Context: an optimization exercise on an open-source flow, tuned for small area. The choices shown serve that exercise and are no tape-out recipe.
Function was checked by simulation only, so behaviour that the tests miss may differ from the original.

Design pdm_capture_pipeline, start of the top module:
module pdm_capture_pipeline #(
  parameter int CHANNELS   = 4,
  parameter int CIC_ORDER  = 3,
  parameter int CIC_DELAY  = 1,
  parameter int ACC_WIDTH  = 32,
  parameter int PCM_WIDTH  = 16,
  parameter int FIFO_DEPTH = 8,
  localparam int CH_W  = (CHANNELS > 1) ? $clog2(CHANNELS) : 1,
  localparam int CNT_W = $clog2(FIFO_DEPTH) + 1
) (
  input  logic                 clk_i,
  input  logic                 rst_n_i,
  input  logic                 clk_en_i,
  input  logic                 pdm_i,
  input  logic                 pdm_valid_i,
  input  logic [CH_W-1:0]      pdm_channel_i,
  input  logic [6:0]           decimation_i,
  input  logic [4:0]           norm_shift_i,
  input  logic [15:0]          gain_i,
  output logic [PCM_WIDTH-1:0] pcm_o,
  output logic [CH_W-1:0]      pcm_channel_o,
  output logic                 pcm_valid_o,
  input  logic                 pcm_ready_i,
  output logic [CNT_W-1:0]     fifo_count_o,
  output logic                 overflow_o,
  input  logic                 clear_overflow_i
);
Size in the first run: about 3000 cells after synthesis, ~520 flip-flops, about 61 I/O pins, ~33000 um2 of cells after synthesis.
Settings: LEC_CHECK=0, ABC_AREA=1, CAP_MARGIN=20, CORE_MARGIN=2, CORE_UTILIZATION=55, CTS_BUF_LIST=sky130_fd_sc_hd__clkbuf_4 sky130_fd_sc_hd__clkbuf_8, SLEW_MARGIN=20, SYNTH_HIERARCHICAL=1, SYNTH_MINIMUM_KEEP_SIZE=0; clock period 11.0 ns.
run.sh (not shown) runs the stock make flow with config.mk's settings and CLKGATE_MAP_FILE= SYNTH_SCRIPT=/design/flow/synth_recipe.tcl, a recipe that flattens the netlist after the stock synthesis.
Next try:
Settings changed: CORE_UTILIZATION 55 to 40, CTS_BUF_LIST sky130_fd_sc_hd__clkbuf_4 sky130_fd_sc_hd__clkbuf_8 to unset.
After rerunning:
- setup slack is better by 0.063 ns
- cell count rises by 6.0%
- core utilization falls by 16 points
- routed wire length shrinks by 1.4%

========
## build 63
Another version of the RTL of pdm_capture_pipeline (not shown whole).
Size in the first run: roughly 2200 cells after synthesis, about 520 flip-flops, roughly 61 I/O pins, ~29000 um^2 of cells after synthesis.
export LEC_CHECK = 0
export ABC_AREA = 1
export CAP_MARGIN = 20
export CORE_MARGIN = 2
export CORE_UTILIZATION = 40
export CTS_BUF_LIST = sky130_fd_sc_hd__clkbuf_8
export CTS_CLUSTER_DIAMETER = 60
export CTS_CLUSTER_SIZE = 16
export SLEW_MARGIN = 20
export SYNTH_HIERARCHICAL = 1
export SYNTH_MINIMUM_KEEP_SIZE = 0
create_clock -name core_clock -period 11.0 [get_ports {clk_i}]
standard.sh (not shown) runs the stock make flow with config.mk's settings and CLKGATE_MAP_FILE= SYNTH_SCRIPT=/design/flow/synth_recipe.tcl, a recipe that flattens the netlist after the stock synthesis.
==> flow/flow/run.sh <==
#!/bin/bash
# The standard layout (standard.sh: the standard synthesis, then ORFS to finish) with three
# changes:
#  - Yosys's ABC technology mapping uses flow/abc_area.script (area-oriented &nf mapping, with
#    no buffering or sizing: the layout's repair steps size and buffer the netlist); the
#    ORFS scripts are copied to scripts_area/ with only that file replaced;
#  - the port buffers that global placement inserts are the smallest buffer cell;
#  - clock tree synthesis inserts no dummy loads.
# Each make run's full output goes to its own log here; ORFS keeps each step's log under
# orfs/logs/.
set -euo pipefail
rm -rf scripts_area
cp -r "$FLOW_HOME/scripts" scripts_area
cp flow/abc_area.script scripts_area/abc_area.script
export BUFFER_PORTS_ARGS="-buffer_cell sky130_fd_sc_hd__buf_1"
export CTS_ARGS="-sink_clustering_enable -repair_clock_nets -sink_clustering_size 20 -sink_clustering_max_diameter 50 -buf_list sky130_fd_sc_hd__clkbuf_8 -dont_use_dummy_load"
bash standard.sh SCRIPTS_DIR="$PWD/scripts_area" synth > flow_synth.log 2>&1
bash standard.sh finish > flow_make.log 2>&1
==> flow/flow/abc_area.script <==
strash
&get -n
&st
&dch
&nf -R 200
&put
topo
stime -c
Build 63 | stages: all done | timing, DRC, antenna: all pass
The inputs of build 67 differ from those of build 63 as listed below.
==> flow/flow/run.sh <==
#!/bin/bash
# The standard layout (standard.sh: the standard synthesis, then ORFS to finish) with four
# changes:
#  - Yosys's ABC technology mapping uses flow/abc_area.script (area-oriented &nf mapping, with
#    no buffering or sizing: the layout's repair steps size and buffer the netlist); the
#    ORFS scripts are copied to scripts_area/ with only that file replaced;
#  - the port buffers that global placement inserts are the smallest buffer cell;
#  - clock tree synthesis inserts no dummy loads;
#  - after global routing, power recovery downsizes cells on paths with slack to spare.
# Each make run's full output goes to its own log here; ORFS keeps each step's log under
# orfs/logs/.
set -euo pipefail
rm -rf scripts_area
cp -r "$FLOW_HOME/scripts" scripts_area
cp flow/abc_area.script scripts_area/abc_area.script
export RECOVER_POWER=100
export BUFFER_PORTS_ARGS="-buffer_cell sky130_fd_sc_hd__buf_1"
export CTS_ARGS="-sink_clustering_enable -repair_clock_nets -sink_clustering_size 16 -sink_clustering_max_diameter 60 -buf_list sky130_fd_sc_hd__clkbuf_8 -dont_use_dummy_load"
bash standard.sh SCRIPTS_DIR="$PWD/scripts_area" synth > flow_synth.log 2>&1
bash standard.sh finish > flow_make.log 2>&1
## What came out
Any difference in number of nets in the layout between build 63 and build 67 is small enough to ignore.
Build 67 -> stages 100% | layout checks FAIL | max-capacitance violations, max-slew violations
On post-route non-filler standard cell count, build 67 and build 63 are basically level.
Number of cells on the worst reg-to-reg path (build 67 / build 63): 1.07
Reported for build 67 and build 63, instance count after placement with tap cells included turned out identical to the last digit.
In the reports for build 67 and build 63, the smaller share of the cycle needed by the critical path after routing belongs to build 63.
From build 63 to build 67 the numbers moved as follows: flip-flop and latch count now sits at about the same level.
In build 67 the sum of routed wire segments on met1 turned out 0.76% lower than in build 63.
Inputs modified between build 67 and build 87:
==> flow/run.sh (new file) <==
#!/bin/bash
# synth_recipe.tcl (not shown) runs the flow's synth.tcl, then flattens the netlist and writes it again
# the make line also repeats each setting of config.mk as NAME=value (left out here)
make -C /OpenROAD-flow-scripts/flow DESIGN_CONFIG=/design/flow/config.mk WORK_HOME=/design/flow/orfs CLKGATE_MAP_FILE= SYNTH_SCRIPT=/design/flow/synth_recipe.tcl finish
diff --git a/flow/config.mk b/flow/config.mk
--- a/flow/config.mk
+++ b/flow/config.mk
@@ -13,4 +13,5 @@
 export CTS_CLUSTER_DIAMETER = 60
 export CTS_CLUSTER_SIZE = 16
+export GPL_TIMING_DRIVEN = 0
 export SLEW_MARGIN = 20
 export SYNTH_HIERARCHICAL = 1
removed: flow/flow/run.sh
removed: flow/flow/abc_area.script
removed: flow/standard.sh
==> comparison <==
Build 67 leaves less setup margin than build 87. Diff build 67 -> build 87: net count of the finished layout now larger, part of the cycle the worst path needs down 0.67 points. The final layout from build 87, which completed every stage, passed the timing, DRC and antenna checks at the end of the flow.
Changes in build 70 relative to build 87:
==> flow/flow/run.sh (new file) <==
#!/bin/bash
# The standard layout (the standard.sh: standard synthesis, then ORFS to finish), with the
# port buffers that global placement inserts made the smallest buffer cell instead of the
# default choice. Make's full output goes to flow_make.log here; ORFS keeps each step's log
# under orfs/logs/.
set -euo pipefail
export BUFFER_PORTS_ARGS="-buffer_cell sky130_fd_sc_hd__buf_1"
bash standard.sh finish > flow_make.log 2>&1
==> flow/standard.sh (new file) <==
#!/bin/bash
# synth_recipe.tcl (not shown) runs the flow's synth.tcl, then flattens the netlist and writes it again
# the make line also repeats each setting of config.mk as NAME=value (left out here)
make -C /OpenROAD-flow-scripts/flow DESIGN_CONFIG=/design/flow/config.mk WORK_HOME=/design/flow/orfs CLKGATE_MAP_FILE= SYNTH_SCRIPT=/design/flow/synth_recipe.tcl "${@:-finish}"
diff --git a/flow/config.mk b/flow/config.mk
--- a/flow/config.mk
+++ b/flow/config.mk
@@ -13,5 +13,4 @@
 export CTS_CLUSTER_DIAMETER = 60
 export CTS_CLUSTER_SIZE = 16
-export GPL_TIMING_DRIVEN = 0
 export SLEW_MARGIN = 20
 export SYNTH_HIERARCHICAL = 1
removed: flow/run.sh
Build 70 completed every stage of the flow, and the final layout passed the timing, DRC and antenna checks. Routed wire in build 70 totals less than in build 87. Compared with build 87, build 70 shows a wire length of the first global-routing pass that is about 6% lower. As of build 70, count of buffers inserted at the top-level ports had risen by more than 10% compared to build 87. Lower multi-input logic portion of the cell area goes to build 87 over build 70. Against build 87, the final cell area of build 70 is lower. Compared with build 87, build 70 shows non-clock buffer count that has gone down by more than half. Least setup slack across all paths after layout ended up 120 ps higher on build 70 than on build 87.
### build 70 -> build 33
==> flow/flow/run.sh <==
#!/bin/bash
# The standard layout (standard.sh: the standard synthesis, then ORFS to finish) with three
# changes:
#  - Yosys's ABC technology mapping uses flow/abc_area.script (area-oriented &nf mapping, with
#    no buffering or sizing: the layout's repair steps size and buffer the netlist); the
#    ORFS scripts are copied to scripts_area/ with only that file replaced;
#  - the port buffers that global placement inserts are the smallest buffer cell;
#  - clock tree synthesis inserts no dummy loads.
# Each make run's full output goes to its own log here; ORFS keeps each step's log under
# orfs/logs/.
set -euo pipefail
rm -rf scripts_area
cp -r "$FLOW_HOME/scripts" scripts_area
cp flow/abc_area.script scripts_area/abc_area.script
export BUFFER_PORTS_ARGS="-buffer_cell sky130_fd_sc_hd__buf_1"
export CTS_ARGS="-sink_clustering_enable -repair_clock_nets -sink_clustering_size 16 -sink_clustering_max_diameter 60 -buf_list sky130_fd_sc_hd__clkbuf_8 -dont_use_dummy_load"
bash standard.sh SCRIPTS_DIR="$PWD/scripts_area" synth > flow_synth.log 2>&1
bash standard.sh finish > flow_make.log 2>&1
==> flow/flow/abc_area.script (new file) <==
strash
&get -n
&st
&dch
&nf -R 200
&put
topo
stime -c
diff --git a/flow/config.mk b/flow/config.mk
--- a/flow/config.mk
+++ b/flow/config.mk
@@ -13,4 +13,5 @@
 export CTS_CLUSTER_DIAMETER = 60
 export CTS_CLUSTER_SIZE = 16
+export PLACE_DENSITY = 0.75
 export SLEW_MARGIN = 20
 export SYNTH_HIERARCHICAL = 1
## What came out
- On met1 track demand over resource in global routing, the lower figure sits with build 33, not build 70.
- On build 33: final critical path time including I/O delays and setup is 200 ps higher than what build 70 gave.
- Changes observed in build 33 relative to build 70: count of clock-buffer cells in the layout shows a reduction of 1, area growth from synthesis to layout shows an increase of 2.3 points, area after synthesis shows a reduction of 4.6%, global-route usage shows a reduction of 0.92 points, total number of cells along the worst setup path shows a reduction of 1.
- Build 70 has a higher count of vias placed by the detailed router than build 33.
- Global-route wire length before repair went down by a little under 10% going from build 70 to build 33.
- Build 33 reports a higher final design utilization than build 70 does.
- Against build 70, build 33 reports a post-synthesis share of cell area spent on xor and xnor gates that is higher.
Changes in build 42 relative to build 33:
diff --git a/flow/config.mk b/flow/config.mk
--- a/flow/config.mk
+++ b/flow/config.mk
@@ -7,5 +7,5 @@
 export LEC_CHECK = 0
 export ABC_AREA = 1
-export CAP_MARGIN = 20
+export CAP_MARGIN = 0
 export CORE_MARGIN = 2
 export CORE_UTILIZATION = 40
@@ -14,5 +14,5 @@
 export CTS_CLUSTER_SIZE = 16
 export PLACE_DENSITY = 0.75
-export SLEW_MARGIN = 20
+export SLEW_MARGIN = 0
 export SYNTH_HIERARCHICAL = 1
 export SYNTH_MINIMUM_KEEP_SIZE = 0
==> comparison <==
Status: non-clock buffer count parity (build 33, build 42)
[compare] base=build 33 new=build 42: final area saw little to no change; setup slack ~0 delta; adder-cell area share of the yosys netlist closely matched the old numbers; share of the synthesized netlist area taken by xor and xnor gates held steady; post-detailed-routing wire length now sits at about the same level.
From build 33 to build 42, combined flip-flop and latch cell area did not move at all.
Delta (build 42 minus build 33): share of post-route cells with drive strength above 1 did not really move, maximum frequency did not really move.
Any difference in worst-case clock skew between build 33 and build 42 is small enough to ignore.
Diff build 42..build 33 | summed instance area of the synthesized netlist | unchanged

## port drivers added, routing unchanged
No port has a modelled driver above. Below, the same layouts with a new extraction and two added sets of constraints. Step 1 sets driving cells, clkbuf_16 on the clock port and buf_2 on the other inputs (assumed; they add their load-dependent delay and slew). Step 2 moves the port delays by t, midway between the first and last clock arrival at a register: inputs arrive t later, outputs are due t later. That takes back most of the time a late clock gives input paths. Three values: ideal ports, drivers, drivers and shift; two values: the first two.
run | shift t [ns] | setup slack, ns | worst setup path after step 2 | pins driven straight from the clock port
the first run of note 1 | 0.720 | 0.678 / 0.678 / 0.278 | input to register | 1
the second run of note 1 | 0.666 | 0.741 / 0.741 / 0.327 | input to register | 1
build 63 | 0.683 | 0.489 / 0.489 / 0.346 | input to register | 1
build 67 | 0.673 | 0.322 / 0.322 / 0.322 | register to register | 1
build 87 | 0.720 | 0.395 / 0.395 / 0.177 | input to register | 1
build 70 | 0.686 | 0.518 / 0.518 / 0.518 | register to register | 1
build 33 | 0.667 | 0.316 / 0.316 / 0.224 | input to register | 1
build 42 | 0.667 | 0.316 / 0.316 / 0.224 | input to register | 1
The setup slack of the second run of note 1, which loses most, moves by 0.000 ns with the drivers and by -0.414 ns with both steps.
